From an optimization exercise on the open Yosys and OpenROAD flow, aimed at small area; shortcuts taken in it are not production practice.
RTL that was checked went through simulation tests only; none was proved equivalent to the original.
Power figures rest on the tool's default switching activity, not on a simulated workload.

==> module yrow_delta_integrator, before the edit <==
module yrow_delta_integrator #(
  parameter int DATA_W     = 24,
  parameter int ENTRIES    = 5,
  parameter int ADDR_W     = 16,
  parameter int FIFO_DEPTH = 4
) (
  input  logic                     clk,
  input  logic                     rst_n,
  input  logic                     chng_valid,
  output logic                     chng_ready,
  input  logic [ADDR_W-1:0]        chng_row,
  input  logic [ADDR_W-1:0]        chng_col,
  input  logic [DATA_W-1:0]        chng_real,
  input  logic [DATA_W-1:0]        chng_img,
  input  logic                     filt_EN,
  output logic                     op_rd_req,
  output logic [ADDR_W-1:0]        op_y_row,
  input  logic [ENTRIES*2*DATA_W-1:0] ymem_data,
  input  logic                     yMemDataReady,
  output logic                     op_wr_en,
  output logic [ENTRIES*2*DATA_W-1:0] op_wr_data,
  output logic [2*DATA_W-1:0]      op_yVal1,
  output logic [2*DATA_W-1:0]      op_yVal2,
  output logic                     op_EX_EN,
  input  logic                     exModDone,
  output logic                     op_Done,
  output logic                     op_colErr
);
  localparam int ENT_W  = 2 * DATA_W;
  localparam int ROW_W  = ENTRIES * ENT_W;
  localparam int WORD_W = ADDR_W + 3 + 2 * DATA_W;
  localparam logic [2:0] S_IDLE    = 3'b000;
  localparam logic [2:0] S_FETCH   = 3'b001;
  localparam logic [2:0] S_UPDATE  = 3'b011;
  localparam logic [2:0] S_WRITE   = 3'b010;
  localparam logic [2:0] S_NOTIFY  = 3'b110;
  localparam logic [2:0] S_WAIT_EX = 3'b111;
  localparam logic [2:0] S_EX_SEEN = 3'b101;
  function automatic logic [DATA_W-1:0] sat_add(input logic [DATA_W-1:0] a,
                                                input logic [DATA_W-1:0] b);
    logic [DATA_W:0] sum;
    sum = {a[DATA_W-1], a} + {b[DATA_W-1], b};
    sat_add = (sum[DATA_W] ^ sum[DATA_W-1]) ? {sum[DATA_W], {(DATA_W-1){~sum[DATA_W]}}} : sum[DATA_W-1:0];
  endfunction
  logic [2:0] state_q, state_d;
  logic [WORD_W-1:0] fifo_q [FIFO_DEPTH];
  logic [2:0]        wr_ptr_q, rd_ptr_q;
  logic              done_q, col_err_q;
  logic [ADDR_W-1:0] row_q;
  logic [ENTRIES-1:0] sel_q;    
  logic [DATA_W-1:0] dre_q, dim_q;
  logic [ROW_W-1:0]  row_buf_q;
  logic              empty_s, full_s, push_s, pop_s, col_ok_s, idle_s;
  logic              in_err_s;
  logic [WORD_W-1:0] push_word_s;
  logic [WORD_W-1:0] head_s;
  logic [ENT_W-1:0]  old_ent_s, new_ent_s;
  assign empty_s  = (wr_ptr_q == rd_ptr_q);
  assign full_s   = (wr_ptr_q == {~rd_ptr_q[2], rd_ptr_q[1:0]});
  assign idle_s   = (state_q == S_IDLE);
  assign push_s   = chng_valid & ~full_s;
  assign pop_s    = idle_s & filt_EN & ~empty_s;
  assign in_err_s = (chng_col >= ADDR_W'(ENTRIES));
  assign push_word_s = {chng_row, chng_col[2] | in_err_s, chng_col[1] | in_err_s,
                        chng_col[0], chng_real, chng_img};
  always_comb begin
    head_s = {WORD_W{1'b0}};
    for (int i = 0; i < FIFO_DEPTH; i++)
      head_s = head_s | ({WORD_W{rd_ptr_q[1:0] == 2'(i)}} & fifo_q[i]);
  end
  assign col_ok_s = ~(head_s[2*DATA_W+2] & head_s[2*DATA_W+1]);
  always_ff @(posedge clk) begin
    for (int i = 0; i < FIFO_DEPTH; i++) begin
      if (push_s && wr_ptr_q[1:0] == 2'(i)) fifo_q[i] <= push_word_s;
    end
  end
  always_ff @(posedge clk or negedge rst_n) begin
    if (!rst_n) begin
      wr_ptr_q  <= 3'd0;
      rd_ptr_q  <= 3'd0;
      state_q   <= S_IDLE;
      done_q    <= 1'b1;
      col_err_q <= 1'b0;
    end else begin
      if (push_s) wr_ptr_q <= wr_ptr_q + 3'd1;
      if (pop_s)  rd_ptr_q <= rd_ptr_q + 3'd1;
      state_q   <= state_d;
      done_q    <= idle_s & empty_s;
      col_err_q <= col_err_q | (pop_s & ~col_ok_s);
    end
  end
  always_comb begin
    state_d = state_q;
    case (state_q)
      S_IDLE:    state_d = (pop_s && col_ok_s) ? S_FETCH : S_IDLE;
      S_FETCH:   state_d = yMemDataReady ? S_UPDATE : S_FETCH;
      S_UPDATE:  state_d = S_WRITE;
      S_WRITE:   state_d = S_NOTIFY;
      S_NOTIFY:  state_d = S_WAIT_EX;
      S_WAIT_EX: state_d = exModDone ? S_EX_SEEN : S_WAIT_EX;
      S_EX_SEEN: state_d = S_IDLE;
      default:   state_d = S_IDLE;
    endcase
  end
  always_ff @(posedge clk) begin
    if (pop_s) begin
      row_q <= head_s[2*DATA_W+3 +: ADDR_W];
      for (int k = 0; k < ENTRIES; k++) sel_q[k] <= (head_s[2*DATA_W +: 3] == 3'(k));
      dre_q <= head_s[DATA_W +: DATA_W];
      dim_q <= head_s[0 +: DATA_W];
    end else if (state_q == S_UPDATE) begin
      {dre_q, dim_q} <= new_ent_s;
    end
    if (state_q == S_FETCH) row_buf_q <= ymem_data;
  end
  always_comb begin
    old_ent_s = {ENT_W{1'b0}};
    for (int k = 0; k < ENTRIES; k++) begin
      old_ent_s = old_ent_s | ({ENT_W{sel_q[k]}} & row_buf_q[k*ENT_W +: ENT_W]);
    end
    new_ent_s = {sat_add(old_ent_s[DATA_W +: DATA_W], dre_q),
                 sat_add(old_ent_s[0 +: DATA_W], dim_q)};
  end
  for (genvar k = 0; k < ENTRIES; k++) begin : g_wr
    assign op_wr_data[k*ENT_W +: ENT_W] = ({ENT_W{sel_q[k]}} & {dre_q, dim_q}) |
                                          ({ENT_W{~sel_q[k]}} & row_buf_q[k*ENT_W +: ENT_W]);
  end
  assign chng_ready = ~full_s;
  assign op_rd_req  = (state_q == S_FETCH);
  assign op_wr_en   = (state_q == S_WRITE);
  assign op_EX_EN   = (state_q == S_NOTIFY);
  assign op_y_row   = row_q;
  assign op_yVal1   = old_ent_s;
  assign op_yVal2   = {dre_q, dim_q};
  assign op_Done    = done_q;
  assign op_colErr  = col_err_q;
endmodule
Settings: LEC_CHECK=0, ABC_AREA=0, CAP_MARGIN=20, CORE_MARGIN=2, CORE_UTILIZATION=55, CTS_CLUSTER_DIAMETER=100, CTS_CLUSTER_SIZE=25, SLEW_MARGIN=20; clock period 7.0 ns.
standard.sh (not shown) runs the stock make flow with config.mk's settings and CLKGATE_MAP_FILE= SYNTH_SCRIPT=/design/flow/synth_recipe.tcl, a recipe that flattens the netlist after the stock synthesis.
==> flow/flow/run.sh <==
#!/bin/bash
# Standard ORFS layout (the standard.sh) with these changes:
#  - at the end of floorplanning, the combinational logic of the synthesized netlist
#    is re-mapped for area with OpenROAD's restructure (ABC), onto the
#    platform library less its don't-use cells; registers are untouched;
#  - port buffers use the smallest plain buffer (buf_1) instead of the cell
#    buffer_ports picks by default;
#  - clock tree synthesis without dummy loads.
# Every tool's output goes to a log in this folder (standard.log, ORFS logs
# under orfs/logs).
set -euo pipefail
here=$(pwd)
python3 flow/filter_lib.py "$FLOW_HOME/platforms/sky130hd/lib/sky130_fd_sc_hd__tt_025C_1v80.lib" \
  "$here/rs_lib.lib" > filter_lib.log 2>&1
mkdir -p "$here/rs_work"
export RS_LIB="$here/rs_lib.lib"
export RS_WORK="$here/rs_work"
export POST_FLOORPLAN_TCL="$here/flow/restructure.tcl"
export BUFFER_PORTS_ARGS="-buffer_cell sky130_fd_sc_hd__buf_1"
export CTS_ARGS="-sink_clustering_enable -repair_clock_nets -sink_clustering_size 25 -sink_clustering_max_diameter 100 -dont_use_dummy_load"
bash standard.sh > standard.log 2>&1
==> flow/flow/filter_lib.py <==
# Copy a liberty file without the cells the platform marks don't-use
# (probe and lpflow cells), for the area restructuring step to map onto.
import re, sys
src, dst = sys.argv[1], sys.argv[2]
drop = re.compile(r'^\s*cell\s*\(\s*"?sky130_fd_sc_hd__(probe|lpflow_)')
out, skip, depth = [], False, 0
for line in open(src):
    if not skip and drop.match(line):
        skip, depth = True, 0
    if skip:
        depth += line.count('{') - line.count('}')
        if depth <= 0 and '}' in line:
            skip = False
        continue
    out.append(line)
open(dst, 'w').writelines(out)
==> flow/flow/restructure.tcl <==
# POST_FLOORPLAN hook: re-map the combinational logic of the synthesized
# netlist for area (registers are left as synthesis made them).
report_design_area
restructure -target area -liberty_file $::env(RS_LIB) \
  -tielo_port sky130_fd_sc_hd__conb_1/LO -tiehi_port sky130_fd_sc_hd__conb_1/HI \
  -work_dir $::env(RS_WORK) -abc_logfile $::env(RS_WORK)/abc.log
report_design_area
Change:
--- a/flow/design.v
+++ b/flow/design.v
@@ -52,8 +52,7 @@
   logic [ROW_W-1:0]  row_buf_q;
   logic              empty_s, full_s, push_s, pop_s, col_ok_s, idle_s;
   logic              in_err_s;
-  logic [WORD_W-1:0] push_word_s;
-  logic [WORD_W-1:0] head_s;
+  logic [WORD_W-1:0] push_word_s, head_s;
   logic [ENT_W-1:0]  old_ent_s, new_ent_s;
   assign empty_s  = (wr_ptr_q == rd_ptr_q);
   assign full_s   = (wr_ptr_q == {~rd_ptr_q[2], rd_ptr_q[1:0]});
@@ -63,11 +62,7 @@
   assign in_err_s = (chng_col >= ADDR_W'(ENTRIES));
   assign push_word_s = {chng_row, chng_col[2] | in_err_s, chng_col[1] | in_err_s,
                         chng_col[0], chng_real, chng_img};
-  always_comb begin
-    head_s = {WORD_W{1'b0}};
-    for (int i = 0; i < FIFO_DEPTH; i++)
-      head_s = head_s | ({WORD_W{rd_ptr_q[1:0] == 2'(i)}} & fifo_q[i]);
-  end
+  assign head_s   = fifo_q[rd_ptr_q[1:0]];
   assign col_ok_s = ~(head_s[2*DATA_W+2] & head_s[2*DATA_W+1]);
   always_ff @(posedge clk) begin
     for (int i = 0; i < FIFO_DEPTH; i++) begin
Outcome: Cell count is higher by 0.63%. Die area hardly moves. Setup slack got worse by 620 ps. Clock power barely changes. Combinational power is lower by 8.8%. Critical path depth is higher by 7. Clock-buffer cell count is higher by 1. Power is lower by 4.2%. Routed wire length is lower by about 5%. Global-route usage is lower by 1.8 points. Cell area is lower by 0.48%. Via count is lower by 1.7%.
The RTL of the first run of this note was laid out without a check of its function.

==> afterwards: timing with drivers on the ports <==
The results above use ideal ports. As a check the final layouts listed here were re-extracted and re-timed, cells and wires unchanged. Step 1 (the two cells are an assumption about what drives the block):
set clk [get_ports {clk}]
set_driving_cell -lib_cell sky130_fd_sc_hd__clkbuf_16 $clk
set_driving_cell -lib_cell sky130_fd_sc_hd__buf_2 [delete_from_list [all_inputs] $clk]
Step 2, shift: input delay + t, output delay - t, t = (earliest + latest rising clock arrival at the registers) / 2. This alone moves slack from input paths to output paths. Three values: no drivers, after step 1, after step 2; two values: the first two.
run | shift t [ns] | slack for setup (ns) | worst setup path at the end | clock arrival spread, ns | worst slew at a driven data input, ns
the first run | 0.657 | 1.281 / 1.281 / 1.281 | register to register | 0.040 / 0.040 | 0.14
the second run | 0.657 | 0.658 / 0.658 / 0.658 | register to register | 0.065 / 0.065 | 0.14
After both steps setup and hold are still met in every run listed.
